Background: an optimization exercise with open tools, aiming at small area, a short achievable clock period and few clock cycles per item. Do not read the settings as production practice. Where RTL was checked, it was by simulation tests only, not by an equivalence proof against the original. Only the layout flow was run in runs 4 and 5; the RTL was not checked for function there. Power and IR drop assume default switching activity.

## design/flow/design.v

```verilog
package ast_pkg;
  localparam logic [3:0] C_IDLE    = 4'd0;
  localparam logic [3:0] C_SECT    = 4'd1;
  localparam logic [3:0] C_REG     = 4'd2;
  localparam logic [3:0] C_LABEL   = 4'd3;
  localparam logic [3:0] C_WORD    = 4'd4;
  localparam logic [3:0] C_NUM     = 4'd5;
  localparam logic [3:0] C_EQW     = 4'd6;
  localparam logic [3:0] C_DASHW   = 4'd7;
  localparam logic [3:0] C_COMMENT = 4'd8;
  localparam logic [4:0] R_CODE   = 5'd0;
  localparam logic [4:0] R_DATA   = 5'd1;
  localparam logic [4:0] R_REG    = 5'd2;
  localparam logic [4:0] R_LABEL  = 5'd3;
  localparam logic [4:0] R_EQ     = 5'd4;
  localparam logic [4:0] R_QMARK  = 5'd5;
  localparam logic [4:0] R_VAR    = 5'd6;
  localparam logic [4:0] R_NAME   = 5'd16;
  localparam logic [4:0] R_INT    = 5'd17;
  localparam logic [4:0] R_END    = 5'd18;    
  localparam logic [1:0] F_NONE    = 2'd0;
  localparam logic [1:0] F_SECTION = 2'd1;
  localparam logic [1:0] F_EQUALS  = 2'd2;
  localparam logic [1:0] F_DASH    = 2'd3;
  localparam logic [4:0] X_OTHER  = 5'b00000;
  localparam logic [4:0] X_NL     = 5'b00100;
  localparam logic [4:0] X_SP     = 5'b00101;
  localparam logic [4:0] X_QM     = 5'b00110;
  localparam logic [4:0] X_US     = 5'b00111;    
  localparam logic [4:0] X_EQ     = 5'b01000;
  localparam logic [4:0] X_HASH   = 5'b01001;
  localparam logic [4:0] X_COLON  = 5'b01010;
  localparam logic [4:0] X_DOLLAR = 5'b01011;
  localparam logic [4:0] X_DIGIT  = 5'b01100;
  localparam logic [4:0] X_DASH   = 5'b01101;
  localparam logic [4:0] X_DOT    = 5'b01110;
  localparam logic [4:0] X_LETTER = 5'b01111;    
  localparam logic [4:0] X_E      = 5'b10000;
  localparam logic [4:0] X_X      = 5'b10001;
  localparam logic [4:0] X_I      = 5'b10010;
  localparam logic [4:0] X_T      = 5'b10011;
  localparam logic [4:0] X_A      = 5'b10100;
  localparam logic [4:0] X_D      = 5'b10101;
  localparam logic [4:0] X_S      = 5'b10110;
  localparam logic [4:0] X_U      = 5'b10111;
  localparam logic [4:0] X_B      = 5'b11000;
  localparam logic [4:0] X_M      = 5'b11001;
  localparam logic [4:0] X_O      = 5'b11010;
  localparam logic [4:0] X_V      = 5'b11011;
  localparam logic [4:0] X_N      = 5'b11100;
  localparam logic [4:0] X_F      = 5'b11101;
  localparam logic [4:0] X_L      = 5'b11110;
  localparam logic [4:0] X_C      = 5'b11111;
  function automatic logic [4:0] char_code(input logic [7:0] c);
    logic lower, upper, digit, l16, other_letter;
    logic [4:0] v;
    v     = c[4:0];
    lower = (c[7:5] == 3'b011) && (v != 5'd0) && (v <= 5'd26);
    upper = (c[7:5] == 3'b010) && (v != 5'd0) && (v <= 5'd26);
    digit = (c[7:4] == 4'b0011) && (c[3:0] <= 4'd9);
    l16   = (v == 5'd1) || (v == 5'd2) || (v == 5'd3) || (v == 5'd4) || (v == 5'd5) ||
            (v == 5'd6) || (v == 5'd9) || (v == 5'd12) || (v == 5'd13) || (v == 5'd14) ||
            (v == 5'd15) || (v == 5'd19) || (v == 5'd20) || (v == 5'd21) || (v == 5'd22) ||
            (v == 5'd24);
    other_letter = upper || (lower && !l16);
    char_code = ({5{c == 8'h0a}} & X_NL) | ({5{c == 8'h20}} & X_SP) |
                ({5{c == "?"}} & X_QM) | ({5{c == "_"}} & X_US) |
                ({5{c == "="}} & X_EQ) | ({5{c == "#"}} & X_HASH) |
                ({5{c == ":"}} & X_COLON) | ({5{c == "$"}} & X_DOLLAR) |
                ({5{c == "-"}} & X_DASH) | ({5{c == "."}} & X_DOT) |
                ({5{digit}} & X_DIGIT) | ({5{other_letter}} & X_LETTER) |
                ({5{lower && l16}} & {1'b1, letter_low(v)});
  endfunction
  function automatic logic [3:0] letter_low(input logic [4:0] v);
    case (v)
      5'd5:    letter_low = X_E[3:0];
      5'd24:   letter_low = X_X[3:0];
      5'd9:    letter_low = X_I[3:0];
      5'd20:   letter_low = X_T[3:0];
      5'd1:    letter_low = X_A[3:0];
      5'd4:    letter_low = X_D[3:0];
      5'd19:   letter_low = X_S[3:0];
      5'd21:   letter_low = X_U[3:0];
      5'd2:    letter_low = X_B[3:0];
      5'd13:   letter_low = X_M[3:0];
      5'd15:   letter_low = X_O[3:0];
      5'd22:   letter_low = X_V[3:0];
      5'd14:   letter_low = X_N[3:0];
      5'd6:    letter_low = X_F[3:0];
      5'd12:   letter_low = X_L[3:0];
      default: letter_low = X_C[3:0];
    endcase
  endfunction
  function automatic logic is_alpha(input logic [4:0] x);
    is_alpha = x[4] || (x == X_LETTER);
  endfunction
  localparam logic [4:0] W_NAME = R_NAME;
  localparam logic [4:0] W_VAR  = R_VAR;
  localparam logic [4:0] W_EXIT = 5'd7;
  localparam logic [4:0] W_ADD  = 5'd8;
  localparam logic [4:0] W_SUB  = 5'd9;
  localparam logic [4:0] W_MOV  = 5'd10;
  localparam logic [4:0] W_ENUM = 5'd11;
  localparam logic [4:0] W_IF   = 5'd12;
  localparam logic [4:0] W_IN   = 5'd13;
  localparam logic [4:0] W_ELSE = 5'd14;
  localparam logic [4:0] W_END  = 5'd15;
  localparam logic [4:0] W_E    = 5'd0;
  localparam logic [4:0] W_EX   = 5'd1;
  localparam logic [4:0] W_EXI  = 5'd2;
  localparam logic [4:0] W_A    = 5'd3;
  localparam logic [4:0] W_AD   = 5'd4;
  localparam logic [4:0] W_S    = 5'd5;
  localparam logic [4:0] W_SU   = 5'd17;
  localparam logic [4:0] W_M    = 5'd18;
  localparam logic [4:0] W_MO   = 5'd19;
  localparam logic [4:0] W_EN   = 5'd20;
  localparam logic [4:0] W_ENU  = 5'd21;
  localparam logic [4:0] W_I    = 5'd22;
  localparam logic [4:0] W_EL   = 5'd23;
  localparam logic [4:0] W_ELS  = 5'd24;
  localparam logic [4:0] S_CODE = R_CODE;
  localparam logic [4:0] S_DATA = R_DATA;
  localparam logic [4:0] S_BAD  = 5'd2;
  localparam logic [4:0] S_H    = 5'd3;    
  localparam logic [4:0] S_C    = 5'd4;
  localparam logic [4:0] S_CO   = 5'd5;
  localparam logic [4:0] S_COD  = 5'd6;
  localparam logic [4:0] S_D    = 5'd7;
  localparam logic [4:0] S_DA   = 5'd8;
  localparam logic [4:0] S_DAT  = 5'd9;
  function automatic logic [4:0] word_first(input logic [4:0] c);
    case (c)
      X_DOT:   word_first = W_VAR;
      X_E:     word_first = W_E;
      X_A:     word_first = W_A;
      X_S:     word_first = W_S;
      X_M:     word_first = W_M;
      X_I:     word_first = W_I;
      default: word_first = W_NAME;
    endcase
  endfunction
  function automatic logic [4:0] word_next(input logic [4:0] n, input logic [4:0] c);
    word_next = W_NAME;
    case (n)
      W_VAR:  word_next = W_VAR;
      W_E:    if (c == X_X) word_next = W_EX; else if (c == X_N) word_next = W_EN;
              else if (c == X_L) word_next = W_EL;
      W_EX:   if (c == X_I) word_next = W_EXI;
      W_EXI:  if (c == X_T) word_next = W_EXIT;
      W_A:    if (c == X_D) word_next = W_AD;
      W_AD:   if (c == X_D) word_next = W_ADD;
      W_S:    if (c == X_U) word_next = W_SU;
      W_SU:   if (c == X_B) word_next = W_SUB;
      W_M:    if (c == X_O) word_next = W_MO;
      W_MO:   if (c == X_V) word_next = W_MOV;
      W_EN:   if (c == X_U) word_next = W_ENU; else if (c == X_D) word_next = W_END;
      W_ENU:  if (c == X_M) word_next = W_ENUM;
      W_I:    if (c == X_F) word_next = W_IF; else if (c == X_N) word_next = W_IN;
      W_EL:   if (c == X_S) word_next = W_ELS;
      W_ELS:  if (c == X_E) word_next = W_ELSE;
      default: word_next = W_NAME;
    endcase
  endfunction
  function automatic logic [4:0] sect_next(input logic [4:0] n, input logic [4:0] c);
    sect_next = S_BAD;
    case (n)
      S_H:   if (c == X_C) sect_next = S_C; else if (c == X_D) sect_next = S_D;
      S_C:   if (c == X_O) sect_next = S_CO;
      S_CO:  if (c == X_D) sect_next = S_COD;
      S_COD: if (c == X_E) sect_next = S_CODE;
      S_D:   if (c == X_A) sect_next = S_DA;
      S_DA:  if (c == X_T) sect_next = S_DAT;
      S_DAT: if (c == X_A) sect_next = S_DATA;
      default: sect_next = S_BAD;
    endcase
  endfunction
  function automatic logic [6:0] tok_code(input logic [3:0] m, input logic [4:0] n);
    case (m)
      C_SECT:  tok_code = ((n == S_CODE) || (n == S_DATA)) ? {n, F_NONE} : {R_END, F_SECTION};
      C_REG:   tok_code = {R_REG, F_NONE};
      C_LABEL: tok_code = {R_LABEL, F_NONE};
      C_WORD:  tok_code = ((n >= W_VAR) && (n <= W_NAME)) ? {n, F_NONE} : {R_NAME, F_NONE};
      C_NUM:   tok_code = {R_INT, F_NONE};
      C_EQW:   tok_code = {R_END, F_EQUALS};
      default: tok_code = {R_END, F_DASH};
    endcase
  endfunction
  function automatic logic [15:0] sat_inc16(input logic [15:0] v);
    sat_inc16 = (v == 16'hffff) ? v : v + 16'd1;
  endfunction
endpackage
module ast_in_buf (
  input  logic       clk_i,
  input  logic       rst_ni,
  input  logic       in_valid_i,
  output logic       in_ready_o,
  input  logic [8:0] in_data_i,
  output logic       hv_o,
  output logic [5:0] item_o,
  input  logic       cons_i
);
  logic [5:0] d0_q, d1_q, enc;
  logic       v0_q, v1_q;
  logic       take;
  assign enc = {ast_pkg::char_code(in_data_i[8:1]), in_data_i[0]};
  assign in_ready_o = !v1_q;
  assign take       = in_valid_i && !v1_q;
  assign hv_o       = v0_q;
  assign item_o     = d0_q;
  always_ff @(posedge clk_i or negedge rst_ni) begin
    if (!rst_ni) begin
      v0_q <= 1'b0;
      v1_q <= 1'b0;
    end else begin
      if (cons_i || !v0_q) v0_q <= v1_q || take;
      v1_q <= v1_q ? !cons_i : (take && v0_q && !cons_i);
    end
  end
  always_ff @(posedge clk_i) begin
    if (cons_i || !v0_q) d0_q <= v1_q ? d1_q : enc;
    if (!v1_q) d1_q <= enc;
  end
endmodule
module ast_lexer (
  input  logic        clk_i,
  input  logic        rst_ni,
  input  logic        hv_i,        
  input  logic [5:0]  item_i,      
  output logic        cons_o,      
  output logic        out_valid_o,
  input  logic        out_ready_i,
  output logic [71:0] out_data_o
);
  logic [3:0]  cls_q, cls_d;
  logic [4:0]  node_q, node_d;
  logic [1:0]  fault_q, fault_d;
  logic        halted_q, halted_d;
  logic        pend_q;
  logic        pl_q, pl_d;            
  logic [15:0] offset_q, col_q;
  logic [15:0] line_q;
  logic        nlp_q, nlp_d;          
  logic        rsp_q, rsp_d;          
  logic [15:0] start_q, start_d, len_q, len_set, ocol_q, ocol_d;
  logic        len_ld, len_grow, len_sat, take;
  logic        final_q, final_d;
  logic [4:0]  c;
  logic        last, nl;
  logic        sp_nl, alpha, digit, wbody, nbody, tstart, qm, sigil;
  logic        is_tok, body_ok, cons, newres, tload, upd;
  logic [15:0] offset_cur, col_cur;
  logic        sig_first;
  logic [3:0]  ocls;
  logic [4:0]  onode, gnode;
  logic [6:0]  ccode;
  assign c    = item_i[5:1];
  assign last = item_i[0];
  assign nl   = (c == ast_pkg::X_NL);
  assign sp_nl  = (c == ast_pkg::X_SP) || nl;
  assign alpha  = ast_pkg::is_alpha(c);
  assign digit  = (c == ast_pkg::X_DIGIT);
  assign wbody  = alpha || (c == ast_pkg::X_US) || (c == ast_pkg::X_DOT);
  assign nbody  = digit || (c == ast_pkg::X_DOT);
  assign qm     = (c == ast_pkg::X_QM);
  assign sigil  = (c == ast_pkg::X_DOLLAR) || (c == ast_pkg::X_COLON);
  assign tstart = c[4] || (c[4:3] == 2'b01);
  assign is_tok = (cls_q == ast_pkg::C_SECT) || (cls_q == ast_pkg::C_REG) ||
                  (cls_q == ast_pkg::C_LABEL) || (cls_q == ast_pkg::C_WORD) ||
                  (cls_q == ast_pkg::C_NUM);
  always_comb begin
    case (cls_q)
      ast_pkg::C_SECT, ast_pkg::C_REG, ast_pkg::C_LABEL: body_ok = !sp_nl;
      ast_pkg::C_WORD: body_ok = wbody;
      ast_pkg::C_NUM:  body_ok = nbody;
      default:         body_ok = 1'b0;
    endcase
  end
  assign offset_cur = rsp_q ? 16'd0 : offset_q;
  assign col_cur    = rsp_q ? 16'd1 : col_q;
  assign sig_first  = ((cls_q == ast_pkg::C_REG) || (cls_q == ast_pkg::C_LABEL)) && (len_q == '0);
  assign len_sat    = (&len_q[15:1]) && (len_q[0] ||
                       (cls_q == ast_pkg::C_REG) || (cls_q == ast_pkg::C_LABEL));
  always_comb begin
    onode = ast_pkg::word_first(c);
    if (c == ast_pkg::X_HASH) begin
      ocls  = ast_pkg::C_SECT;
      onode = ast_pkg::S_H;
    end else if (c == ast_pkg::X_DOLLAR) ocls = ast_pkg::C_REG;
    else if (c == ast_pkg::X_COLON) ocls = ast_pkg::C_LABEL;
    else if (c == ast_pkg::X_EQ) ocls = ast_pkg::C_EQW;
    else if (c == ast_pkg::X_DASH) ocls = ast_pkg::C_DASHW;
    else if (digit) ocls = ast_pkg::C_NUM;
    else ocls = ast_pkg::C_WORD;
  end
  assign gnode = (cls_q == ast_pkg::C_SECT) ? ast_pkg::sect_next(node_q, c)
                                            : ast_pkg::word_next(node_q, c);
  assign ccode = ast_pkg::tok_code(cls_q, node_q);
  always_comb begin
    cls_d    = cls_q;
    node_d   = node_q;
    fault_d  = fault_q;
    halted_d = halted_q;
    pl_d     = 1'b0;
    nlp_d    = nlp_q;
    rsp_d    = rsp_q;
    start_d  = start_q;
    len_ld   = 1'b0;
    len_set  = 16'd0;
    len_grow = 1'b0;
    ocol_d   = ocol_q;
    final_d  = final_q;
    cons     = 1'b0;
    newres   = 1'b0;
    tload    = 1'b0;
    if (sig_first) start_d = offset_q;
    if (pl_q) begin
      newres   = 1'b1;
      node_d   = ccode[6:2];
      fault_d  = ccode[1:0];
      final_d  = 1'b1;
      halted_d = (ccode[1:0] != ast_pkg::F_NONE);
      cls_d    = ast_pkg::C_IDLE;
    end else if (hv_i) begin
      if (halted_q) begin
        cons = 1'b1;
      end else if (is_tok) begin
        if (body_ok) begin
          cons   = 1'b1;
          len_grow = 1'b1;
          node_d = gnode;
          pl_d   = last;
        end else begin
          newres   = 1'b1;
          node_d   = ccode[6:2];
          fault_d  = ccode[1:0];
          halted_d = (ccode[1:0] != ast_pkg::F_NONE);
          cls_d    = ast_pkg::C_IDLE;
          cons     = halted_d || !(tstart || qm);
          final_d  = last && cons;
        end
      end else if (cls_q == ast_pkg::C_EQW) begin
        cons    = 1'b1;
        newres  = 1'b1;
        cls_d   = ast_pkg::C_IDLE;
        final_d = last;
        node_d  = (c == ast_pkg::X_EQ) ? ast_pkg::R_EQ : ast_pkg::R_END;
        if (c == ast_pkg::X_EQ) begin
          fault_d = ast_pkg::F_NONE;
          len_ld  = 1'b1;
          len_set = 16'd2;
        end else begin
          fault_d  = ast_pkg::F_EQUALS;
          halted_d = 1'b1;
        end
      end else if ((cls_q == ast_pkg::C_DASHW) && (c != ast_pkg::X_DASH)) begin
        cons     = 1'b1;
        newres   = 1'b1;
        cls_d    = ast_pkg::C_IDLE;
        final_d  = last;
        node_d   = ast_pkg::R_END;
        fault_d  = ast_pkg::F_DASH;
        halted_d = 1'b1;
      end else begin
        cons = 1'b1;
        if (cls_q == ast_pkg::C_DASHW) begin
          cls_d = ast_pkg::C_COMMENT;
        end else if (cls_q == ast_pkg::C_COMMENT) begin
          if (nl) cls_d = ast_pkg::C_IDLE;
        end else if (tstart) begin
          tload   = 1'b1;
          cls_d   = ocls;
          node_d  = onode;
          start_d = offset_cur;
          len_ld  = 1'b1;
          len_set = {15'd0, !sigil};
          ocol_d  = col_cur;
          pl_d    = last;
        end else if (qm) begin
          tload   = 1'b1;
          newres  = 1'b1;
          node_d  = ast_pkg::R_QMARK;
          fault_d = ast_pkg::F_NONE;
          start_d = offset_cur;
          len_ld  = 1'b1;
          len_set = 16'd1;
          ocol_d  = col_cur;
          final_d = last;
        end
        if (last && !newres && !pl_d) begin
          tload   = 1'b1;
          newres  = 1'b1;
          node_d  = ast_pkg::R_END;
          fault_d = ast_pkg::F_NONE;
          start_d = offset_cur;
          len_ld  = 1'b1;
          len_set = 16'd0;
          ocol_d  = col_cur;
          final_d = 1'b1;
        end
      end
      if (cons && !halted_q) begin
        nlp_d  = nl;
        rsp_d  = last;
        if (last && !pl_d) cls_d = ast_pkg::C_IDLE;
      end
    end
  end
  assign upd    = pl_q || (hv_i && (!pend_q || halted_q || out_ready_i));
  assign cons_o = upd && cons;
  always_ff @(posedge clk_i or negedge rst_ni) begin
    if (!rst_ni) begin
      cls_q    <= ast_pkg::C_IDLE;
      halted_q <= 1'b0;
      pend_q   <= 1'b0;
      pl_q     <= 1'b0;
      nlp_q    <= 1'b0;
      rsp_q    <= 1'b1;
    end else begin
      pend_q <= (upd && newres) || (pend_q && !out_ready_i);
      if (upd) begin
        cls_q    <= cls_d;
        halted_q <= halted_d;
        pl_q     <= pl_d;
        nlp_q    <= nlp_d;
        rsp_q    <= rsp_d;
      end
    end
  end
  always_ff @(posedge clk_i) begin
    if (upd) begin
      node_q  <= node_d;
      fault_q <= fault_d;
      start_q <= start_d;
      ocol_q  <= ocol_d;
      final_q <= final_d;
    end
  end
  function automatic logic [15:0] carry_mask(input logic [15:0] v);
    carry_mask[0] = 1'b1;
    for (int i = 1; i < 16; i++) carry_mask[i] = carry_mask[i-1] && v[i-1];
  endfunction
  logic        col_flip, line_flip, col_sat, line_sat;
  logic [15:0] offset_m, col_m, line_m, len_m;
  assign take      = upd && cons && !halted_q;
  assign offset_m  = carry_mask(offset_cur);
  assign col_m     = carry_mask(col_cur);
  assign line_m    = carry_mask(line_q);
  assign len_m     = carry_mask(len_q);
  assign col_sat   = (col_cur == 16'hffff);
  assign line_sat  = (line_q == 16'hffff);
  assign col_flip  = !nl && !col_sat;
  assign line_flip = !rsp_q && nlp_q && !line_sat;
  always_ff @(posedge clk_i) begin
    offset_q <= offset_cur ^ ({16{take}} & offset_m);
    col_q    <= (take && nl) ? 16'd1 : (col_cur ^ ({16{take && col_flip}} & col_m));
    line_q   <= (take && rsp_q) ? 16'd1 : (line_q ^ ({16{take && line_flip}} & line_m));
    len_q    <= (upd && len_ld) ? len_set : (len_q ^ ({16{len_grow && !len_sat}} & len_m));
  end
  assign out_valid_o = pend_q;
  assign out_data_o  = {node_q, fault_q, start_q, len_q, line_q, ocol_q, final_q};
endmodule
module assembly_source_tokenizer_top (
  input  logic               clk_i,
  input  logic               rst_ni,
  input  logic               in_valid_i,
  output logic               in_ready_o,
  input  logic [8:0]         in_data_i,    
  output logic               out_valid_o,
  input  logic               out_ready_i,
  output logic [71:0]        out_data_o    
);
  logic       hv, cons;
  logic [5:0] item;
  ast_in_buf u_buf (
    .clk_i      (clk_i),
    .rst_ni     (rst_ni),
    .in_valid_i (in_valid_i),
    .in_ready_o (in_ready_o),
    .in_data_i  (in_data_i),
    .hv_o       (hv),
    .item_o     (item),
    .cons_i     (cons)
  );
  ast_lexer u_lexer (
    .clk_i       (clk_i),
    .rst_ni      (rst_ni),
    .hv_i        (hv),
    .item_i      (item),
    .cons_o      (cons),
    .out_valid_o (out_valid_o),
    .out_ready_i (out_ready_i),
    .out_data_o  (out_data_o)
  );
endmodule
```

## design/flow/flow/run.sh

```bash
#!/bin/bash
# ORFS layout as the standard flow, with single-strength port buffers.
set -euo pipefail
W=$(pwd)
export BUFFER_PORTS_ARGS="-buffer_cell sky130_fd_sc_hd__buf_1"
make -C "$FLOW_HOME" DESIGN_CONFIG="$FLOW_CONFIG" WORK_HOME="$W/orfs" CLKGATE_MAP_FILE= \
  SYNTH_SCRIPT="$W/synth_recipe.tcl" CAP_MARGIN=20 CORE_MARGIN=2 CORE_UTILIZATION=60 \
  PLACE_DENSITY=0.8 SLEW_MARGIN=20 SETUP_SLACK_MARGIN=5 finish > "$W/make.log" 2>&1
: # left out here: write the final layout as DEF
```

## design/flow/standard.sh

```bash
#!/bin/bash
# synth_recipe.tcl (not shown) runs the flow's synth.tcl, then flattens the netlist and writes it again
# the make line also repeats each setting of config.mk as NAME=value (left out here)
make -C /OpenROAD-flow-scripts/flow DESIGN_CONFIG=/design/flow/config.mk WORK_HOME=/design/flow/orfs CLKGATE_MAP_FILE= SYNTH_SCRIPT=/design/flow/synth_recipe.tcl "${@:-finish}"
```

## design/flow/config.mk

```make
export PLATFORM = sky130hd
export DESIGN_NAME = assembly_source_tokenizer_top
export DESIGN_NICKNAME = assembly_source_tokenizer_top
export VERILOG_FILES = /design/flow/design.v
export SDC_FILE = /design/flow/constraint.sdc
export NUM_CORES = 4
export LEC_CHECK = 0
export CAP_MARGIN = 20
export CORE_MARGIN = 2
export CORE_UTILIZATION = 60
export CTS_BUF_LIST = sky130_fd_sc_hd__clkbuf_8
export GPL_TIMING_DRIVEN = 0
export PLACE_DENSITY = 0.8
export SETUP_SLACK_MARGIN = 5
export SLEW_MARGIN = 20
```

## design/flow/constraint.sdc

```tcl
create_clock -name core_clock -period 8.0 [get_ports {clk_i}]
set_input_delay 1.6000 -clock core_clock [delete_from_list [all_inputs] [get_ports {clk_i}]]
set_output_delay 1.6000 -clock core_clock [all_outputs]
set_load 0.01 [all_outputs]
```

==> results.yml, run 1 <==
run_status:
  status: "timing/DRC/antenna clean"
job:
  cap_violations: 0
global_routing:
  grt-ovfl-total: 0
  top_usage_layer: "met2"
  grt_max_degree: 20
  grt_pass1_vias: 7022
  met3_usage: 0.0649
  grt_pass1_wl_um: 34800
  antenna_found_initial: 0
  met2_usage: 0.459
  grtUsageMet1: 0.431
  track_usage: 0.306
power:
  peakVddDrop_mv: 0.235
  leakagePower_nw: 3.19
  power_density_mw_per_mm2: 336
timing:
  skew_ps: 13.3
  fmax_mhz: 336
  final_hold_viol_count: 0
  setup_viol: 0
  slew-limit-headroom: 0.281
  rsz0062_at_grt: "yes"
  whs_ps: 473
  period_minus_slack_ps: 2970
  worstMarginPinSlew_ps: 1070
  finalCritPeriodShare: 0.372
  fin_tns_setup_ps: 0
  drv_slew: 0
synthesis:
  ys_seq_elements: 127
  synth_top_area_frac: 0.181
  yosysMostFrequentCell: "nor2_1"
  yosysSeqAreaShare: 0.394
  syn_area_per_cell_um2: 8.52
  yosys-top-cells-count: "98 x nor2_1, 70 x dfxtp_1, 68 x nand2_1"
  async_reset_ff_frac: 0.0866
  synth_edf_count: 46
  ys_warn_count: 2
  synth_top_cell_by_area: "dfxtp_1"
  synth_area_leaders: "dfxtp_1 18%, edfxtp_1 18%, nor2_1 4.7%, a21oi_1 3.6%, o21ai_0 3.4%"
  synth.cell_area_mm2: 0.00776
  syn_inst: 911
  ys.flop_type: "dfxtp_1"
  yosysUniqueCellTypes: 77
worst_setup_path:
  path_cells: "buf_1 -> or3b_4 -> a21oi_4 -> nor3_4 -> o21ai_4 -> buf_6 -> buf_8 -> nor3_2 -> ha_2 -> xnor2_2 -> nor2_1"
  crit_fanout: 10
  worstSetupEndpointType: "flip-flop"
  slowest_delay_ps: 390
  worst-path-buf-inv: 3
  path_class: "input pin to flip-flop"
  crit_arrival_ps: 3320
  startpoint_type: "input pin"
  cp_slowest_cell: "or3b_4"
  crit_required_ps: 8350
  cp_top_family: "simple AND/OR/NAND/NOR gates"
die:
  die_x_um: 118
  initial_core_util: 0.615
  die_h_um: 118
  ios: 87
  core_mm2: 0.0126
  die_area_mm2: 0.0139
  core.rowCount: 41
placed_design:
  io_buffer_count: 85
  dp_hpwl_um: 15400
  dpl.cell_count: 1168
  place.gp.congestion: 0.941
final_layout:
  stdcell_count: 1216
  drive_gt1_frac: 0.116
  syn_to_final_growth_pct: 17.8
  n_fill_cell: 980
  fin_nets: 1057
  antenna_cells: 0
  post-route-util: 0.725
clocking:
  clock_latency_ps: 460
  clk_path_buf_depth: 2
  cts.sinks: 127
  htreeDepth: 4
  clkTransAtPathRegs_ps: 80
  cts_made_buffers: 17
  cts_tree: "built"
  clockRootBuffer: "clkbuf_8"
detailed_routing:
  ant_nets: 0
  drt_iter0_drc: 1124
  vias_per_cell: 6.40
  firstDrtPassIters: 6
  wire_per_inst_um: 17.9
  drt_drc_violations_left: 0
  wl_um: 21800
  vias: 7784
min_path:
  min_path_type: "flip-flop to flip-flop"
## power by group
group,internal [mW],switching [mW],total [mW]
clock,0.296,0.290,0.586
combinational,0.520,0.928,1.45
sequential,0.882,0.162,1.04
## cell families (layout without fill, tap and decap cells)
family | count (synthesis) | in the layout | share of synthesized area
AOI/OAI and AO/OA | 255 | 255 | 0.226
xor gates and xnor gates | 35 | 35 | 0.0395
adders and majority gates | 13 | 13 | 0.0210
buffers and inverters | 81 | 214 | 0.0405
DFF | 127 | 127 | 0.394
muxes | 8 | 8 | 0.0108
and+or+nand+nor | 392 | 392 | 0.268
## stage by stage
stage	worst slack [ps]	cell area [um2]	power, mW
floorplan	4760	7890	1.95
global placement	4210	8430	2.35
detailed placement	4180	8430	2.35
CTS	5000	8940	2.97
global route	4930	9150	3.24
finish	5030	9150	3.08
## final cells by class
class	instances	area, um2	area share
repair buffers	101	465	0.0509
well taps	172	215	0.0235
inverters	24	114	0.0124
clock inverters	14	169	0.0185
plain buffers	57	274	0.0300
flip-flops and latches	127	3060	0.334
multi-input cells	703	4600	0.503
clock buffers	18	248	0.0271
## tightest hold or removal path, stage by stage (launching register included)
cell     delay (ps)
dfxtp_1         300
nand2_1          50
o21ai_1          70
## routing by layer
| layer | up-vias | share of wire |
|---|---|---|
| li1 | 3659 | - |
| met1 | 3614 | 0.44 |
| met2 | 448 | 0.44 |
| met3 | 63 | 0.095 |
| met4 | 0 | 0.029 |
| met5 | - | 0 |
## final timing paths
check	startpoint	to	slack, ps	cells after the start
worst max-delay path	out_ready_i	u_lexer.line_q[1]	5030	11
worst min-delay path	u_buf.d1_q[5]	u_buf.d1_q[5]	470	2
worst max register to register	u_lexer.cls_q[2]	u_lexer.offset_q[10]	5060	9
worst min register to register	u_buf.d1_q[5]	u_buf.d1_q[5]	470	2
max in group asynchronous	rst_ni	u_lexer.nlp_q	6420	1
min in group asynchronous	rst_ni	u_lexer.pl_q	1140	1
## flip-flops by register name, summed over array words and instances, names as in the netlist
register          flops
u_lexer.pl_q          1
u_buf.d1_q            6
u_lexer.fault_q       2
u_lexer.nlp_q         1
u_buf.v1_q            1
u_buf.d0_q            6
u_lexer.start_q      16
u_buf.v0_q            1
u_lexer.halted_q      1
u_lexer.line_q       16
u_lexer.offset_q     16
u_lexer.rsp_q         1
u_lexer.col_q        16
u_lexer.ocol_q       16
u_lexer.len_q        16
u_lexer.cls_q         4
u_lexer.pend_q        1
u_lexer.node_q        5
u_lexer.final_q       1
## cells in the final DEF, fill, tap and decap left out, types with 7 or more instances in the layout
master,n
nand4_1,21
xor2_1,12
clkbuf_8,20
inv_1,18
nor2_1,97
edfxtp_1,46
o211ai_1,8
buf_1,89
ha_1,9
a31oi_1,12
dfxtp_1,70
a211oi_1,12
o31ai_1,11
dfrtp_1,10
nor3_1,27
xnor2_1,22
clkbuf_2,8
a21o_1,8
a22o_1,16
buf_4,17
clkbuf_1,34
or2_2,7
o21ai_0,45
nor2b_1,21
o21a_1,7
or3_1,17
nor4_1,11
nor3b_1,12
nand2b_1,23
nand2_1,68
a21oi_1,52
nand3_1,25
nand3b_1,12
## timing repair
| action | 4_1_cts | 5_1_grt |
|---|---|---|
| hold buffers | 0 | 0 |
| setup buffers | 4 | 12 |
| setup endpoints to repair | 39 | 82 |
| hold endpoints to repair | 0 | 0 |
| pin swaps | 5 | 11 |
| resized for setup | 17 | 33 |
Testbench counts, summed over its fixed seeds: cycles 45,176, bytes 43,768.
==> run 2, diff against run 1 <==
--- a/design/flow/config.mk
+++ b/design/flow/config.mk
@@ -10,5 +10,4 @@
 export CORE_UTILIZATION = 60
 export CTS_BUF_LIST = sky130_fd_sc_hd__clkbuf_8
-export GPL_TIMING_DRIVEN = 0
 export PLACE_DENSITY = 0.8
 export SETUP_SLACK_MARGIN = 5
==> results.yml, run 2 <==
final_layout:
  antenna_cells: 0
  final_common_cell: "nor2_1"
  mostFrequentLayoutCells: "97 x nor2_1, 81 x buf_1, 70 x dfxtp_1"
  stdcell_count: 1168
  syn_to_final_growth_pct: 14.0
  post-route-util: 0.701
  drive_gt1_frac: 0.116
  fin_nets: 1009
timing:
  final_hold_viol_count: 0
  fmax_mhz: 338
  finalCritPeriodShare: 0.370
  fin_tns_setup_ps: 0
  skew_ps: 9.28
  worstMarginPinSlew_ps: 792
  slew-limit-headroom: 0.464
  setup_viol: 0
  period_minus_slack_ps: 2960
  rsz0062_at_grt: "yes"
  drv_slew: 0
detailed_routing:
  drt_iter0_drc: 864
  highest-signal-layer: "met4"
  firstDrtPassIters: 5
  vias: 7559
  vias_per_cell: 6.47
  wl_um: 20500
  wl_met2_um: 8890
  drt_drc_violations_left: 0
  wl_met1_um: 9150
  ant_nets: 0
  wire_per_inst_um: 17.5
  wl_met3_um: 1920
worst_setup_path:
  timing.rr.end: "u_lexer.col_q[0]"
  rrSetupSlack_ps: 5140
  worst-path-buf-inv: 1
  startpoint_type: "input pin"
  worstSetupEndpointType: "flip-flop"
  critPathLaunch: "in_data_i[1]"
  path_class: "input pin to flip-flop"
  crit_required_ps: 8300
  cp.depth: 8
  path_cells: "buf_4 -> ha_2 -> or3_1 -> a221oi_2 -> a21oi_1 -> o21ai_2 -> o21ai_1 -> a2bb2oi_1"
  rr_startpoint: "u_lexer.node_q[2]"
  worstRegToRegCells: 7
  slowest_delay_ps: 400
  cp_top_family: "compound AO/OA/AOI/OAI gates"
  cp_slowest_cell: "or3_1"
  crit_arrival_ps: 3270
  endpoint: "u_buf.d0_q[1]"
  crit_fanout: 7
power:
  power_density_mw_per_mm2: 335
  netSwitchingFraction: 0.439
  leakagePower_nw: 3.07
  power_mw: 2.97
  power_switching_mw: 1.30
  combPwrFrac: 0.434
  seqPwrFrac: 0.383
  internal_power_mw: 1.66
  pwr-share-clk: 0.182
  peakVddDrop_mv: 0.214
synthesis:
  ys_warn_count: 2
  yosysUniqueCellTypes: 77
  syn_inst: 911
  yosysSeqAreaShare: 0.394
  ys_seq_elements: 127
  synth_edf_count: 46
  yosysMostFrequentCell: "nor2_1"
  synth_top_area_frac: 0.181
  synth_area_leaders: "dfxtp_1 18%, edfxtp_1 18%, nor2_1 4.7%, a21oi_1 3.6%, o21ai_0 3.4%"
  async_reset_ff_frac: 0.0866
  syn_area_per_cell_um2: 8.52
  synth.cell_area_mm2: 0.00776
  yosys-top-cells-count: "98 x nor2_1, 70 x dfxtp_1, 68 x nand2_1"
  ys.flop_type: "dfxtp_1"
  synth_top_cell_by_area: "dfxtp_1"
global_routing:
  track_usage: 0.293
  grt_pass1_wl_um: 33300
  grt_max_degree: 48
  grt-ovfl-total: 0
  grt_pass1_vias: 6689
  antenna_found_initial: 0
die:
  die_x_um: 118
  die_area_mm2: 0.0139
  core_mm2: 0.0126
  core.rowCount: 41
  die_h_um: 118
  initial_core_util: 0.615
  ios: 87
job:
  cap_violations: 0
placed_design:
  dp_hpwl_um: 13600
  place.gp.congestion: 0.959
  io_buffer_count: 86
  dpl.cell_count: 1114
clocking:
  clockRootBuffer: "clkbuf_8"
  clk_path_buf_depth: 2
  htreeDepth: 4
  clock_latency_ps: 460
  cts_made_buffers: 17
  cts.sinks: 127
  clkTransAtPathRegs_ps: 70
  cts_tree: "built"
run_status:
  status: "timing/DRC/antenna clean"
min_path:
  min_path_type: "flip-flop to flip-flop"
## run 2: metrics by stage
step | hold WS (ps) | worst slack, ps | cell area [um2]
6_report | 463 | 5040 | 8850
2_1_floorplan | 435 | 4760 | 7890
3_3_place_gp | 451 | 4310 | 8190
5_1_grt | 471 | 4960 | 8850
3_5_place_dp | 456 | 4190 | 8190
4_1_cts | 467 | 5000 | 8720
## run 2: logic make-up (layout without fill, tap and decap cells)
family / after synthesis / in the layout / share of synthesized area
AND/OR/NAND/NOR: 392 / 392 / 0.268
AO/OA/AOI/OAI: 255 / 256 / 0.226
flip-flops: 127 / 127 / 0.394
buffers and inverters: 81 / 165 / 0.0405
XOR/XNOR: 35 / 35 / 0.0395
adder cells (fa/ha/maj): 13 / 13 / 0.0210
multiplexers: 8 / 8 / 0.0108
## run 2: final cells by class
cell class | instances | area [um2]
Fill cell | 1068 | 3770
Sequential cell | 127 | 3060
Timing Repair Buffer | 109 | 508
Multi-Input combinational cell | 704 | 4570
Clock buffer | 19 | 262
Inverter | 24 | 114
Clock inverter | 13 | 120
Tap cell | 172 | 215
## run 2: worst register-to-register path, stage by stage (launching register included)
cell	delay (ps)
edfxtp_1	580
or4_1	550
a211oi_4	380
nand2_2	260
o211ai_1	420
a21oi_2	60
ha_2	300
or2_4	220
## run 2: worst min-delay path by stage
stage | from | end | slack (ps) | cells past startpoint
3_3_place_gp | u_buf.d1_q[5] | u_buf.d1_q[5] | 450 | 2
4_1_cts | u_buf.d1_q[5] | u_buf.d1_q[5] | 470 | 2
6_report | u_buf.d1_q[5] | u_buf.d1_q[5] | 460 | 2
2_1_floorplan | u_buf.d1_q[5] | u_buf.d1_q[5] | 430 | 2
3_5_place_dp | u_buf.d1_q[5] | u_buf.d1_q[5] | 460 | 2
5_1_grt | u_buf.d1_q[5] | u_buf.d1_q[5] | 470 | 2
## run 2: metal layers
metal,vias up,GRT usage
li1,3553,-
met1,3532,0.422
met2,419,0.420
met3,55,0.0741
met4,0,0.120
met5,-,0
## run 2: power groups by stage
stage | clock network (mW) | registers [mW] | logic [mW]
finish | 0.541 | 1.14 | 1.29
global route | 0.573 | 1.16 | 1.40
CTS | 0.546 | 1.13 | 1.21
detailed placement | 0 | 1.19 | 1.08
global placement | 0 | 1.19 | 1.08
floorplan | 0 | 1.06 | 0.890
## run 2: timing repair
action | in CTS | in global routing
setup buffers | 15 | 6
cloned | 1 | 0
gates resized for setup | 14 | 18
pin swaps | 3 | 4
hold endpoints to repair | 0 | 0
hold buffers | 0 | 0
setup endpoints to repair | 82 | 80
==> run 3, diff against run 2 <==
--- a/design/flow/config.mk
+++ b/design/flow/config.mk
@@ -9,5 +9,5 @@
 export CORE_MARGIN = 2
 export CORE_UTILIZATION = 60
-export CTS_BUF_LIST = sky130_fd_sc_hd__clkbuf_8
+export CTS_BUF_LIST = sky130_fd_sc_hd__clkbuf_4 sky130_fd_sc_hd__clkbuf_8
 export PLACE_DENSITY = 0.8
 export SETUP_SLACK_MARGIN = 5
==> results.yml, run 3 <==
run_status:
  status: "timing/DRC/antenna clean"
final_layout:
  regArea_mm2: 0.00306
  drive_gt1_frac: 0.119
  final_common_cell: "nor2_1"
  fin_nets: 1009
  post-route-util: 0.702
  mostFrequentLayoutCells: "97 x nor2_1, 81 x buf_1, 70 x dfxtp_1"
  n_fill_cell: 1068
  antenna_cells: 0
  syn_to_final_growth_pct: 14.1
  multiInputGateArea_mm2: 0.00457
synthesis:
  synth_edf_count: 46
  synth_fa_ha_area_frac: 0.0210
  yosysSeqAreaShare: 0.394
  synth_top_family_by_area: "simple AND/OR/NAND/NOR gates"
  ys_warn_count: 2
  muxShareOfSynthArea: 0.0108
  yosysMostFrequentCell: "nor2_1"
  yosys-top-cells-count: "98 x nor2_1, 70 x dfxtp_1, 68 x nand2_1"
  ys.flop_type: "dfxtp_1"
  yosysUniqueCellTypes: 77
  syn_area_per_cell_um2: 8.52
  synth_area_leaders: "dfxtp_1 18%, edfxtp_1 18%, nor2_1 4.7%, a21oi_1 3.6%, o21ai_0 3.4%"
  syn_inst: 911
  ys_seq_elements: 127
  synth.cell_area_mm2: 0.00776
  synth_compound_area_frac: 0.226
  synth_top_area_frac: 0.181
  async_reset_ff_frac: 0.0866
  synth_xor_area_frac: 0.0395
  synth_top_cell_by_area: "dfxtp_1"
  synth-simple-area-share: 0.268
detailed_routing:
  wl_um: 20500
  ant_nets: 0
  wire_per_inst_um: 17.5
  drt_iter0_drc: 898
  drt_drc_violations_left: 0
  vias: 7572
  vias_per_cell: 6.48
  firstDrtPassIters: 5
timing:
  fin_tns_setup_ps: 0
  slew-limit-headroom: 0.459
  final_hold_viol_count: 0
  rsz0062_at_grt: "yes"
  setup_viol: 0
  finalCritPeriodShare: 0.370
  fmax_mhz: 338
  drv_slew: 0
  skew_ps: 9.91
  period_minus_slack_ps: 2960
  worstMarginPinSlew_ps: 812
die:
  initial_core_util: 0.615
  ios: 87
  die_h_um: 118
  die_area_mm2: 0.0139
  core_mm2: 0.0126
  core.rowCount: 41
  die_x_um: 118
global_routing:
  grt-ovfl-total: 0
  grt_pass1_vias: 6677
  track_usage: 0.293
  grt_max_degree: 48
  grt_pass1_wl_um: 33300
  antenna_found_initial: 0
min_path:
  min_path_type: "flip-flop to flip-flop"
  whs_endpoint: "u_buf.d1_q[5]"
  worst_hold_path.num_cells: 2
  worstHoldStart: "u_buf.d1_q[5]"
worst_setup_path:
  crit_fanout: 7
  timing.rr.end: "u_lexer.node_q[1]"
  crit_required_ps: 8210
  crit_arrival_ps: 3170
  path_class: "input pin to flip-flop"
  rr_startpoint: "u_buf.d0_q[5]"
  worstRegToRegCells: 7
  startpoint_type: "input pin"
  rrSetupSlack_ps: 5140
  worstSetupEndpointType: "flip-flop"
clocking:
  cts_tree: "built"
  clock_latency_ps: 460
  htreeDepth: 4
  ctsHoldBuffers: 0
  cts.sinks: 127
  clkTransAtPathRegs_ps: 70
  clk_path_buf_depth: 2
  cts_made_buffers: 17
  clockRootBuffer: "clkbuf_8"
job:
  cap_violations: 0
placed_design:
  dp_hpwl_um: 13600
  io_buffer_count: 86
  place.gp.congestion: 0.959
power:
  power_density_mw_per_mm2: 336
  peakVddDrop_mv: 0.213
  leakagePower_nw: 3.07
run 3: metal layers:
layer | part of all wire | global-route usage
met1 | 0.45 | 0.422
met2 | 0.43 | 0.420
met3 | 0.097 | 0.0761
met4 | 0.025 | 0.112
met5 | 0 | 0
run 3: report_power, final:
group	internal (mW)	leakage, nW	switching [mW]
combinational	0.489	1.71	0.795
sequential	0.885	1.16	0.252
clock	0.302	0.208	0.252
run 3: area by class of cell:
cell class	instances	area share
flip-flops and latches	127	0.346
repair buffers	109	0.0573
multi-input cells	704	0.515
clock buffers	22	0.0321
well taps	172	0.0243
inverters	24	0.0129
clock inverters	10	0.0123
run 3: worst max-delay path by stage:
stage / startpoint / slack, ps / to / depth (start not counted)
CTS: in_data_i[1] / 5000 / u_buf.d0_q[4] / 9
global placement: u_lexer.node_q[4] / 4310 / u_lexer.line_q[7] / 7
detailed placement: u_lexer.node_q[1] / 4190 / u_lexer.line_q[7] / 7
global route: in_data_i[1] / 4960 / u_buf.d0_q[3] / 8
floorplan: out_ready_i / 4760 / u_lexer.col_q[0] / 8
finish: in_data_i[1] / 5040 / u_buf.d0_q[5] / 8
run 3: critical path: stages:
cell and delay, ps:
buf_4 150, ha_2 230, or3_1 400, a221oi_2 260
a21oi_1 80, o21ai_2 230, buf_4 150, o21ai_1 60
run 3: what timing repair did:
action                                  CTS  global route
pin swaps                                 4             4
setup buffers                            14             7
resized for setup                        14            18
endpoints found under the hold margin     0             0
cloned                                    1             0
endpoints found under the setup margin   81            79
run 3: kinds of logic (layout without fill, tap and decap cells):
family          after synthesis  in the layout
simple gates                392            392
compound gates              255            256
flops                       127            127
buf+inv                      81            165
xor+xnor                     35             35
fa+ha+maj                    13             13
mux                           8              8
run 3: through the flow:
step           cell area, um2  total power [mW]  setup slack, ps  hold slack (ps)  cells
2_1_floorplan            7890              1.95             4760              435    911
3_3_place_gp             8190              2.26             4310              451   1114
3_5_place_dp             8190              2.27             4190              456   1114
4_1_cts                  8730              2.90             5000              467   1161
5_1_grt                  8860              3.15             4960              470   1168
6_report                 8860              2.98             5040              463   1168
==> run 4, diff against run 3 <==
--- a/design/flow/design.v
+++ b/design/flow/design.v
@@ -407,6 +407,11 @@
     end
   end
-  assign upd    = pl_q || (hv_i && (!pend_q || halted_q || out_ready_i));
-  assign cons_o = upd && cons;
+  logic free_now;
+  assign free_now = !pend_q || halted_q;
+  ast_late u_upd  (.a_i(pl_q || (hv_i && free_now)), .b_i(hv_i), .r_i(out_ready_i), .y_o(upd));
+  ast_late u_cons (.a_i(hv_i && cons && free_now), .b_i(hv_i && cons), .r_i(out_ready_i),
+                   .y_o(cons_o));
+  ast_late u_take (.a_i(hv_i && cons && !halted_q && !pend_q), .b_i(hv_i && cons && !halted_q),
+                   .r_i(out_ready_i), .y_o(take));
   always_ff @(posedge clk_i or negedge rst_ni) begin
     if (!rst_ni) begin
@@ -443,5 +448,4 @@
   logic        col_flip, line_flip, col_sat, line_sat;
   logic [15:0] offset_m, col_m, line_m, len_m;
-  assign take      = upd && cons && !halted_q;
   assign offset_m  = carry_mask(offset_cur);
   assign col_m     = carry_mask(col_cur);
@@ -461,4 +465,12 @@
   assign out_data_o  = {node_q, fault_q, start_q, len_q, line_q, ocol_q, final_q};
 endmodule
+module ast_late (
+  input  logic a_i,
+  input  logic b_i,
+  input  logic r_i,
+  output logic y_o
+);
+  assign y_o = a_i || (b_i && r_i);
+endmodule
 module assembly_source_tokenizer_top (
   input  logic               clk_i,
==> design/flow/flow/run.sh (replaced) <==
#!/bin/bash
# ORFS layout as the standard flow, with single-strength port buffers.
set -euo pipefail
W=$(pwd)
export BUFFER_PORTS_ARGS="-buffer_cell sky130_fd_sc_hd__buf_1"
make -C "$FLOW_HOME" DESIGN_CONFIG="$FLOW_CONFIG" WORK_HOME="$W/orfs" CLKGATE_MAP_FILE= \
  SYNTH_SCRIPT="$W/synth_recipe.tcl" CAP_MARGIN=20 CORE_MARGIN=2 CORE_UTILIZATION=45 \
  PLACE_DENSITY=0.65 SLEW_MARGIN=20 SETUP_SLACK_MARGIN=5 finish > "$W/make.log" 2>&1
: # left out here: write the final layout as DEF
--- a/design/flow/config.mk
+++ b/design/flow/config.mk
@@ -8,7 +8,9 @@
 export CAP_MARGIN = 20
 export CORE_MARGIN = 2
-export CORE_UTILIZATION = 60
-export CTS_BUF_LIST = sky130_fd_sc_hd__clkbuf_4 sky130_fd_sc_hd__clkbuf_8
-export PLACE_DENSITY = 0.8
+export CORE_UTILIZATION = 45
+export CTS_BUF_LIST = sky130_fd_sc_hd__clkbuf_8
+export PLACE_DENSITY = 0.65
 export SETUP_SLACK_MARGIN = 5
 export SLEW_MARGIN = 20
+export SYNTH_HIERARCHICAL = 1
+export SYNTH_MINIMUM_KEEP_SIZE = 0
==> results.yml, run 4 <==
run_status:
  status: "timing/DRC/antenna clean"
global_routing:
  grtUsageMet1: 0.296
  met2_usage: 0.364
  met3_usage: 0.0475
  grt_pass1_wl_um: 33400
  track_usage: 0.225
  top_usage_layer: "met2"
  grt-ovfl-total: 0
  grt_pass1_vias: 6671
  grt_max_degree: 42
  antenna_found_initial: 0
timing:
  rsz0062_at_grt: "yes"
  whs_ps: 485
  final_hold_viol_count: 0
  fmax_mhz: 322
  finalCritPeriodShare: 0.388
  fin_tns_setup_ps: 0
  setup_viol: 0
  slew-limit-headroom: 0.288
  worstMarginPinSlew_ps: 1060
  period_minus_slack_ps: 3110
  skew_ps: 13.7
  drv_slew: 0
worst_setup_path:
  path_class: "flip-flop to flip-flop"
  crit_arrival_ps: 3410
  worst-path-buf-inv: 0
  timing.rr.end: "u_lexer.offset_q[15]"
  cp.depth: 12
  rrSetupSlack_ps: 4890
  worstRegToRegCells: 12
  startpoint_type: "flip-flop"
  cp_top_family: "simple AND/OR/NAND/NOR gates"
  crit_fanout: 4
  cp_slowest_cell: "or4b_4"
  crit_required_ps: 8310
  rr_startpoint: "u_lexer.cls_q[1]"
  path_cells: "or4b_4 -> o211ai_1 -> nand2b_4 -> nor3_4 -> nor3_2 -> a21o_1 -> nand4_1 -> nor4_4 -> and3_4 -> nand4_1 -> xor2_1 -> nor2_1"
  critPathLaunch: "u_lexer.cls_q[1]"
  slowest_delay_ps: 550
  crit_path_frequent_cell: "nand4_1"
  endpoint: "u_lexer.offset_q[15]"
  worstSetupEndpointType: "flip-flop"
final_layout:
  antenna_cells: 0
  mostFrequentLayoutCells: "110 x nor2_1, 82 x buf_1, 70 x dfxtp_1"
  drive_gt1_frac: 0.178
  fin_nets: 1037
  post-route-util: 0.547
  final_common_cell: "nor2_1"
  syn_to_final_growth_pct: 20.1
detailed_routing:
  vias: 7283
  wl_um: 21100
  drt_iter0_drc: 590
  wire_per_inst_um: 16.9
  firstDrtPassIters: 5
  drt_drc_violations_left: 0
  vias_per_cell: 5.83
  ant_nets: 0
synthesis:
  synth_area_leaders: "dfxtp_1 18%, edfxtp_1 18%, nor2_1 5.4%, xor2_1 4.2%, dfrtp_1 3.2%"
  yosys-top-cells-count: "112 x nor2_1, 70 x dfxtp_1, 56 x nand2_1"
  ys_seq_elements: 127
  synth_edf_count: 46
  yosysMostFrequentCell: "nor2_1"
  synth.cell_area_mm2: 0.00779
  syn_inst: 902
  synth_top_cell_by_area: "dfxtp_1"
  yosysSeqAreaShare: 0.392
  ys_warn_count: 8
  async_reset_ff_frac: 0.0866
  syn_area_per_cell_um2: 8.64
  ys.flop_type: "dfxtp_1"
  synth_top_area_frac: 0.180
  yosysUniqueCellTypes: 81
job:
  cap_violations: 0
placed_design:
  dp_hpwl_um: 13500
  place.gp.congestion: 0.897
  io_buffer_count: 86
die:
  initial_core_util: 0.455
  core_mm2: 0.0171
  die_area_mm2: 0.0184
  core.rowCount: 48
  die_h_um: 136
  ios: 87
  die_x_um: 136
power:
  peakVddDrop_mv: 0.0999
  power_density_mw_per_mm2: 155
  leakagePower_nw: 3.44
clocking:
  htreeDepth: 4
  clkTransAtPathRegs_ps: 80
  cts_made_buffers: 17
  clockRootBuffer: "clkbuf_8"
  clk_path_buf_depth: 2
  clock_latency_ps: 450
  cts.sinks: 127
  cts_tree: "built"
  ctsHoldBuffers: 0
min_path:
  worstHoldStart: "u_buf.d1_q[3]"
  min_path_type: "flip-flop to flip-flop"
## run 4: worst register-to-register path, stage by stage, from the launching register on
cell	delay, ps
dfrtp_4	500
or4b_4	550
o211ai_1	260
nand2b_4	210
nor3_4	50
nor3_2	110
a21o_1	200
nand4_1	220
nor4_4	270
and3_4	270
nand4_1	130
xor2_1	150
nor2_1	50
## run 4: what timing repair did
item                                    in CTS  in global routing
cloned                                       0                  0
pin swaps                                   16                 22
endpoints found under the setup margin      90                 72
gates resized for setup                     31                 41
buffers inserted                            43                 19
## run 4: power by group
group / internal (mW) / switching, mW
clock: 0.291 / 0.277
combinational: 0.0742 / 0.121
sequential: 0.681 / 0.0112
## run 4: cell type report
type                       instances  area [um2]
clock buffer                      18         248
clock inverter                    14         155
fill                            1584        7760
inverter                          26         101
multi-input combinational        688        4650
sequential                       127        3070
tap                              225         282
timing repair buffer             151         848
## run 4: worst min path at each step
stage | cells past startpoint | to
finish | 1 | u_buf.d1_q[3]
global route | 1 | u_buf.d1_q[3]
CTS | 1 | u_buf.d1_q[3]
detailed placement | 2 | u_buf.d1_q[5]
global placement | 1 | u_buf.d1_q[0]
floorplan | 2 | u_buf.d1_q[5]
## run 4: modules after synthesis (local to each module, per instance), a selection
module	copies in the design	flops+latches	area, um2	cells
ast_late	3	0	7.51	1
ast_lexer	1	113	6670	768
ast_in_buf	1	14	1110	131
## run 4: per-stage QoR
step	setup slack, ps	area, um2	power [mW]	std cells
global route	4750	9360	1.52	1249
finish	4890	9360	1.45	1249
floorplan	4910	7860	0.831	902
CTS	4840	9030	1.46	1229
detailed placement	4170	8210	0.868	1154
global placement	4240	8210	0.870	1154
## run 4: cell families (layout without fill, tap and decap cells)
| kind of cell | Yosys count | count (layout) | share of synthesized area |
|---|---|---|---|
| multiplexers | 11 | 11 | 0.0151 |
| AND/OR/NAND/NOR | 393 | 393 | 0.269 |
| flip-flops | 127 | 127 | 0.392 |
| buffers and inverters | 87 | 209 | 0.0469 |
| AO/OA/AOI/OAI | 213 | 213 | 0.191 |
| XOR/XNOR | 58 | 58 | 0.0652 |
| adder cells (fa/ha/maj) | 13 | 13 | 0.0209 |
## run 4: layer usage
metal | vias up | routed length [um]
met2 | 332 | 9980
met5 | - | 0
li1 | 3523 | -
met4 | 0 | 545
met3 | 50 | 1550
met1 | 3378 | 9070
==> run 5, diff against run 4 <==
--- a/design/flow/design.v
+++ b/design/flow/design.v
@@ -456,9 +456,14 @@
   assign col_flip  = !nl && !col_sat;
   assign line_flip = !rsp_q && nlp_q && !line_sat;
+  logic [15:0] offset_n, col_n, line_n, len_n;
+  ast_flip u_offset (.c_i(offset_cur), .m_i(offset_m), .t_i(take), .y_o(offset_n));
+  ast_flip u_col    (.c_i(col_cur), .m_i(col_m), .t_i(take && col_flip), .y_o(col_n));
+  ast_flip u_line   (.c_i(line_q), .m_i(line_m), .t_i(take && line_flip), .y_o(line_n));
+  ast_flip u_len    (.c_i(len_q), .m_i(len_m), .t_i(len_grow && !len_sat), .y_o(len_n));
   always_ff @(posedge clk_i) begin
-    offset_q <= offset_cur ^ ({16{take}} & offset_m);
-    col_q    <= (take && nl) ? 16'd1 : (col_cur ^ ({16{take && col_flip}} & col_m));
-    line_q   <= (take && rsp_q) ? 16'd1 : (line_q ^ ({16{take && line_flip}} & line_m));
-    len_q    <= (upd && len_ld) ? len_set : (len_q ^ ({16{len_grow && !len_sat}} & len_m));
+    offset_q <= offset_n;
+    col_q    <= (take && nl) ? 16'd1 : col_n;
+    line_q   <= (take && rsp_q) ? 16'd1 : line_n;
+    len_q    <= (upd && len_ld) ? len_set : len_n;
   end
   assign out_valid_o = pend_q;
@@ -473,4 +478,12 @@
   assign y_o = a_i || (b_i && r_i);
 endmodule
+module ast_flip (
+  input  logic [15:0] c_i,
+  input  logic [15:0] m_i,
+  input  logic        t_i,
+  output logic [15:0] y_o
+);
+  assign y_o = c_i ^ (m_i & {16{t_i}});
+endmodule
 module assembly_source_tokenizer_top (
   input  logic               clk_i,
==> results.yml, run 5 <==
power:
  peakVddDrop_mv: 0.129
  power_mw: 1.42
  leakagePower_nw: 3.29
  power_density_mw_per_mm2: 152
worst_setup_path:
  crit_fanout: 8
  crit_arrival_ps: 3100
  path_class: "input pin to flip-flop"
  worstSetupEndpointType: "flip-flop"
  startpoint_type: "input pin"
  crit_required_ps: 8180
clocking:
  cts_made_buffers: 17
  clock_latency_ps: 440
  cts_tree: "built"
  clkTransAtPathRegs_ps: 80
  cts.sinks: 127
  htreeDepth: 4
  clk_path_buf_depth: 2
  clockRootBuffer: "clkbuf_8"
die:
  die_area_mm2: 0.0194
  ios: 87
  initial_core_util: 0.458
  core.rowCount: 49
  core_mm2: 0.0180
  die_h_um: 139
  die_x_um: 139
synthesis:
  ys_seq_elements: 127
  synth_edf_count: 46
  ys_warn_count: 8
  synth_area_leaders: "dfxtp_1 17%, edfxtp_1 17%, xnor2_1 7.2%, and2_1 5.3%, nand2_1 3.9%"
  synth.cell_area_mm2: 0.00823
  yosys-top-cells-count: "86 x nand2_1, 70 x and2_1, 70 x dfxtp_1"
  synth_top_cell_by_area: "dfxtp_1"
  syn_inst: 919
  syn_area_per_cell_um2: 8.95
  yosysSeqAreaShare: 0.372
  ys.flop_type: "dfxtp_1"
  async_reset_ff_frac: 0.0866
  yosysMostFrequentCell: "nand2_1"
  yosysUniqueCellTypes: 98
  synth_top_area_frac: 0.170
global_routing:
  grt-ovfl-total: 0
  grt_pass1_wl_um: 32600
  grt_max_degree: 37
  track_usage: 0.203
  antenna_found_initial: 0
  grt_pass1_vias: 6383
final_layout:
  drive_gt1_frac: 0.162
  mostFrequentLayoutCells: "85 x nand2_1, 82 x buf_1, 70 x dfxtp_1"
  syn_to_final_growth_pct: 13.7
  final_common_cell: "nand2_1"
  n_fill_cell: 1665
  antenna_cells: 0
  stdcell_count: 1253
  fin_nets: 1033
detailed_routing:
  drt_iter0_drc: 679
  drt_drc_violations_left: 0
  vias: 7076
  wire_per_inst_um: 16.1
  firstDrtPassIters: 5
  wl_um: 20200
  ant_nets: 0
  vias_per_cell: 5.65
timing:
  skew_ps: 21.4
  final.setup.worst_slack_ps: 5090
  worstMarginPinSlew_ps: 813
  finalCritPeriodShare: 0.364
  fmax_mhz: 343
  fin_tns_setup_ps: 0
  rsz0062_at_grt: "yes"
  final_hold_viol_count: 0
  slew-limit-headroom: 0.454
  period_minus_slack_ps: 2910
  setup_viol: 0
  drv_slew: 0
placed_design:
  post-place-ws_ps: 3740
  place.gp.congestion: 0.963
  dpl.cell_count: 1174
  dp_hpwl_um: 12900
  io_buffer_count: 86
job:
  cap_violations: 0
run_status:
  status: "timing/DRC/antenna clean"
min_path:
  min_path_type: "flip-flop to flip-flop"
-- run 5: cell types whose count changed after synthesis, moves of 15 or more --
cell      delta
o21ai_0     -18
nand2_1     +30
nor2_1      -69
xnor2_1     +47
and3_1      +15
nand4_1     -17
and2_1      +58
xor2_1      -35
nand2_2     +21
clkbuf_1    -19
-- run 5: cell type report --
cell class | count | area [um2] | share of cell area
flip-flops and latches | 127 | 3070 | 0.328
clock buffers | 17 | 234 | 0.0250
clock inverters | 15 | 149 | 0.0159
inverters | 25 | 93.8 | 0.0100
repair buffers | 132 | 736 | 0.0786
well taps | 229 | 287 | 0.0306
multi-input cells | 708 | 4790 | 0.512
-- run 5: cells by family after synthesis --
group / share of synthesized area
AO/OA/AOI/OAI: 0.164
XOR/XNOR: 0.0745
adder cells (fa/ha/maj): 0.0137
buffers and inverters: 0.0655
flip-flops: 0.372
multiplexers: 0.0134
other: 0.000456
AND/OR/NAND/NOR: 0.297
-- run 5: per-module statistics from Yosys, one instance, submodules excluded, excerpt --
module      flip-flops and latches  cells
ast_in_buf                      14    126
ast_lexer                      113    654
ast_late                         0      1
ast_flip                         0     34
-- run 5: per-stage QoR --
| stage | hold slack [ps] | utilization | cell area, um2 |
|---|---|---|---|
| CTS | 467 | 0.511 | 9170 |
| floorplan | 418 | - | 8260 |
| detailed placement | 449 | 0.470 | 8440 |
| global route | 484 | 0.521 | 9360 |
| global placement | 451 | 0.469 | 8430 |
| finish | 456 | 0.521 | 9360 |
-- run 5: path summary, 6_finish.rpt --
path                            cells past startpoint                 to  slack (ps)           from
worst min register to register                      2      u_buf.d1_q[2]         460  u_buf.d1_q[2]
worst min-delay path                                2      u_buf.d1_q[2]         460  u_buf.d1_q[2]
worst max register to register                     13  u_lexer.col_q[14]        5100  u_buf.d0_q[4]
min in group asynchronous                           1         u_buf.v0_q        1190         rst_ni
worst max-delay path                                8      u_buf.d0_q[3]        5090   in_data_i[2]
max in group asynchronous                           1   u_lexer.cls_q[3]        6270         rst_ni
-- run 5: layer usage --
| metal | wire length, um | part of all wire | vias up | GRT usage |
|---|---|---|---|---|
| li1 | - | - | 3455 | - |
| met1 | 9020 | 0.45 | 3292 | 0.271 |
| met2 | 9500 | 0.47 | 286 | 0.327 |
| met3 | 1210 | 0.060 | 43 | 0.0423 |
| met4 | 480 | 0.024 | 0 | 0.0728 |
| met5 | 0 | 0 | - | 0 |
-- run 5: report_power, final --
| group | switching (mW) | internal [mW] | total [mW] |
|---|---|---|---|
| registers | 0.0130 | 0.681 | 0.694 |
| clock network | 0.288 | 0.256 | 0.544 |
| logic | 0.115 | 0.0705 | 0.186 |
| total | 0.417 | 1.01 | 1.42 |
-- run 5: repair_timing --
action                     4_1_cts  5_1_grt
resized for setup               20       22
gates cloned                     0        2
buffers inserted                34       11
hold buffers                     0        0
pin swaps                        2        7
setup endpoints to repair       87       56
-- run 5: critical path: stages --
cell and delay (ps):
buf_1 160, inv_2 150, ha_2 290, nor4b_2 70, o311ai_2 290, o211ai_2 190, o21ai_0 240, a2bb2oi_2 100

[afterwards: timing with drivers on the ports]
How much do the figures lean on ideal ports? The routed layouts below were timed once more, with nothing changed but the port constraints.
Step 1 (the two cells are an assumption about what drives the block):
set clk [get_ports {clk_i}]
set_driving_cell -lib_cell sky130_fd_sc_hd__clkbuf_16 $clk
set_driving_cell -lib_cell sky130_fd_sc_hd__buf_2 [delete_from_list [all_inputs] $clk]
Step 2, shift: input delay + t, output delay - t, t = (earliest + latest rising clock arrival at the registers) / 2. This alone moves slack from input paths to output paths.
Three values: ideal ports, drivers, drivers and shift; two values: the first two.
run	shift t [ns]	setup slack, ns	hold WS [ns]	slew at the worst register clock pin (ns)	worst data-port slew with drivers (ns)
run 1	0.488	5.025 / 5.009 / 4.537	0.473 / 0.473 / 0.473	0.09 / 0.09	0.05
run 2	0.492	5.039 / 5.048 / 4.556	0.463 / 0.463 / 0.463	0.07 / 0.07	0.05
run 3	0.488	5.038 / 5.045 / 4.559	0.463 / 0.463 / 0.463	0.07 / 0.07	0.05
run 4	0.480	4.895 / 4.895 / 4.610	0.485 / 0.485 / 0.485	0.08 / 0.08	0.05
run 5	0.471	5.085 / 5.065 / 4.636	0.456 / 0.456 / 0.456	0.10 / 0.10	0.05
After both steps every run listed still meets setup and hold. For run 1, which loses most, drivers alone change the setup slack by -0.016 ns; drivers and shift together by -0.488 ns.
